Source: an optimization exercise on an open RTL-to-GDS flow (aim: small area, a short achievable clock period and few clock cycles per item). Production flows keep margins and buffers that such runs may drop.
Only simulation tests tie the RTL to the original design; equivalence was not proved.
Power and IR drop assume default switching activity.

== v6 ==
Design fc_layer_engine, start of the top module:
module fc_layer_engine #(
    parameter int N_IN  = 64,
    parameter int N_OUT = 16,
    parameter int DW    = 10,
    parameter int WW    = 9,
    parameter int BW    = 11,
    parameter int ACCW  = 25,
    parameter int OW    = 16,
    parameter int SHIFT = 0
) (
    input  logic                       clk,
    input  logic                       rst_n,
    input  logic                       in_valid,
    input  logic [DW-1:0]              in_data,
    output logic                       in_ready,
    output logic [fc_pkg::idx_w(N_IN)-1:0] w_addr,
    input  logic [N_OUT*WW-1:0]        weight,
    input  logic [N_OUT*BW-1:0]        bias,
    output logic                       out_valid,
    input  logic                       out_ready,
    output logic [OW-1:0]              out_data,
    output logic [fc_pkg::idx_w(N_OUT)-1:0] out_idx,
    output logic                       layer_done
);
    localparam int IN_W  = fc_pkg::idx_w(N_IN);
    localparam int OUT_W = fc_pkg::idx_w(N_OUT);
    localparam int ND    = (DW + 1) / 2;       
    localparam int RW    = OW + 4;             
  ...
Size: about 8000 cells after synthesis, ~360 I/O pins, ~92000 sq um of cells after synthesis.
Settings: LEC_CHECK=0, CAP_MARGIN=20, CORE_MARGIN=2, CORE_UTILIZATION=55, CTS_CLUSTER_DIAMETER=100, CTS_CLUSTER_SIZE=25, SETUP_SLACK_MARGIN=5.0, SLEW_MARGIN=20; clock period 8.5 ns.
standard.sh (not shown) runs the stock make flow with config.mk's settings and CLKGATE_MAP_FILE= SYNTH_SCRIPT=/design/flow/synth_recipe.tcl, a recipe that flattens the netlist after the stock synthesis.
==> flow/flow/run.sh <==
#!/bin/bash
# Own layout flow, built on the standard flow (standard.sh):
#  1. the standard synthesis, unchanged (bash standard.sh synth);
#  2. flow/polarity.py re-wires the inverters around full-adder cells in the synthesized
#     netlist (a full adder fed complemented inputs gives complemented outputs), which removes
#     inverters; no flip-flop, port or other cell changes (the original netlist is kept as
#     1_2_yosys.std.v);
#  3. the standard ORFS layout steps (bash standard.sh finish) with the port buffers made of
#     plain buffers and a larger setup-repair margin, so that timing repair keeps working
#     towards a shorter clock period. The clock period and constraints are the design's.
# Each step writes its full output to a log file of its own in this folder.
set -euo pipefail
MARGIN=$(cat flow/margin.txt)
R=orfs/results/${FLOW_PLATFORM:-sky130hd}/fc_layer_engine/base
bash standard.sh synth > synth.log 2>&1
cp "$R/1_2_yosys.v" "$R/1_2_yosys.std.v"
python3 flow/polarity.py "$R/1_2_yosys.std.v" "$R/1_2_yosys.pol.v" > polarity.log 2>&1
mv "$R/1_2_yosys.pol.v" "$R/1_2_yosys.v"
rm -f "$R/1_synth.odb" "$R/1_synth.sdc"
bash standard.sh finish SETUP_SLACK_MARGIN="$MARGIN" \
    BUFFER_PORTS_ARGS="-buffer_cell sky130_fd_sc_hd__buf_1" > layout.log 2>&1
test -f out/final.def
Other scripts of this flow, unchanged in this note and not shown: flow/flow/margin.txt, flow/flow/polarity.py
Testbench counts of v6, summed over its fixed seeds: cycles 12,440, items 192.
Edits applied to the flow inputs when going from v6 to v7:
--- a/flow/config.mk
+++ b/flow/config.mk
@@ -10,3 +10 @@
-export CORE_UTILIZATION = 55
-export CTS_CLUSTER_DIAMETER = 100
-export CTS_CLUSTER_SIZE = 25
+export CORE_UTILIZATION = 62
Findings:
[compare] base=v6 new=v7: share of total power in combinational logic now smaller; global routing usage summed across all routing layers now larger; tightest slew margin relative to the limit now smaller; power after layout now larger; switching part of the total now smaller. The routed wire length in v7 was lower than what v6 gave. Wire length of the first global-routing pass, v6 and v7, lower one = v7.

Another version of the RTL of fc_layer_engine (not shown whole).
Size: about 8800 cells after synthesis, about 1400 flip-flops, ~360 I/O pins, about 0.094 sq mm of cells after synthesis.
export LEC_CHECK = 0
export CAP_MARGIN = 20
export CORE_MARGIN = 2
export CORE_UTILIZATION = 55
export SETUP_SLACK_MARGIN = 0.4
export SLEW_MARGIN = 20
create_clock -name core_clock -period 8.5 [get_ports {clk}]
run.sh (not shown) runs the stock make flow with config.mk's settings and CLKGATE_MAP_FILE= SYNTH_SCRIPT=/design/flow/synth_recipe.tcl, a recipe that flattens the netlist after the stock synthesis.
Stock flow here: none of the scripts above is used.
Testbench counts at the start, summed over its fixed seeds: cycles 12,440, items 192.
Next try:
SETUP_SLACK_MARGIN = 5.0   (was 0.4)
After rerunning: Final area is higher by 5.8%. Global-route usage is higher by 2.2 points. First-iteration DRC count is higher by 8.2%. Synthesized cell count is unchanged. Setup slack improves by 0.79 ns. Combinational power is higher by 8.8%. Total power is higher by 5.1%. Critical path depth is lower by 2. Maximum frequency is higher by 22%. Final cell count is higher by 2.6%.

fc_layer_engine with an RTL version that a note above also has.
For scale: ~8000 cells after synthesis, about 360 I/O pins, roughly 92000 sq um of cells after synthesis.
==> flow/design.v (excerpt) <==
module fc_layer_engine #(
    parameter int N_IN  = 64,
    parameter int N_OUT = 16,
    parameter int DW    = 10,
    parameter int WW    = 9,
    parameter int BW    = 11,
    parameter int ACCW  = 25,
    parameter int OW    = 16,
    parameter int SHIFT = 0
) (
    input  logic                       clk,
    input  logic                       rst_n,
    input  logic                       in_valid,
    input  logic [DW-1:0]              in_data,
    output logic                       in_ready,
    output logic [fc_pkg::idx_w(N_IN)-1:0] w_addr,
    input  logic [N_OUT*WW-1:0]        weight,
    input  logic [N_OUT*BW-1:0]        bias,
    output logic                       out_valid,
    input  logic                       out_ready,
    output logic [OW-1:0]              out_data,
    output logic [fc_pkg::idx_w(N_OUT)-1:0] out_idx,
    output logic                       layer_done
);
clock: 8.5 ns
lec_check: 0
cap_margin: 20
core_margin: 2
core_utilization: 55
setup_slack_margin: 5.0
slew_margin: 20
tns_end_percent: 30
standard.sh (not shown) runs the stock make flow with config.mk's settings and CLKGATE_MAP_FILE= SYNTH_SCRIPT=/design/flow/synth_recipe.tcl, a recipe that flattens the netlist after the stock synthesis.
==> flow/flow/margin.txt <==
5.4
Scripts as last shown in full above: flow/flow/run.sh
Other scripts of this flow, unchanged in this note and not shown: flow/flow/polarity.py
Testbench counts at the start, summed over its fixed seeds: cycles 12,440, items 192.
==> next run, changes <==
==> flow/flow/margin.txt (replaced) <==
5.5
- TNS_END_PERCENT: 30 -> unset
=> The changed run passed the timing, design-rule and antenna checks; global-route usage came out higher by 0.52 points; synthesized area is unchanged; critical path depth came out higher by 1; first-iteration DRC count came out higher by 21%; combinational power came out higher by about 5%; core utilization came out higher by 1.5 points.
==> next run, changes <==
==> flow/flow/margin.txt (replaced) <==
5.4
- CORE_UTILIZATION: 55 -> 62
- CTS_CLUSTER_DIAMETER: unset -> 100
- CTS_CLUSTER_SIZE: unset -> 25
After rerunning: The changed run produced a clean layout. Total power fell by about 11%. Wire length falls by about 5%. Count of clock-buffer cells in the layout came out lower by 114. Cell area came out lower by 5.8%. Synthesized cell count does not change. Setup slack improved by 0.021 ns.

-- separate check: timing with driven ports --
The results above use ideal ports. As a check the final layouts listed here were re-extracted and re-timed, cells and wires unchanged.
Step 1 (the two cells are an assumption about what drives the block):
set clk [get_ports {clk}]
set_driving_cell -lib_cell sky130_fd_sc_hd__clkbuf_16 $clk
set_driving_cell -lib_cell sky130_fd_sc_hd__buf_2 [delete_from_list [all_inputs] $clk]
Step 2 adds t to the input delays and takes it off the output delays; t is the mean of the earliest and latest rising clock arrival at the registers after step 1. Input paths then give back, and output paths get back, about the clock's delay inside the block.
Three values: ideal ports, drivers, drivers and shift; two values: the first two.
run	t, ns	setup WS [ns]	worst slew at a driven data input, ns
v6	0.845	5.356 / 5.296 / 4.880	0.21
v7	0.883	5.317 / 5.258 / 4.882	0.21
the first run of note 2	0.901	4.053 / 4.053 / 3.716	0.16
the second run of note 2	0.908	4.843 / 4.843 / 4.087	0.20
the first run of note 3	0.921	5.278 / 5.211 / 4.912	0.19
the second run of note 3	0.909	5.294 / 5.242 / 4.718	0.20
the third run of note 3	0.810	5.314 / 5.302 / 4.906	0.21
After both steps setup and hold are still met in every run listed. The setup slack of the second run of note 2, which loses most, moves by 0.000 ns with the drivers and by -0.756 ns with both steps.
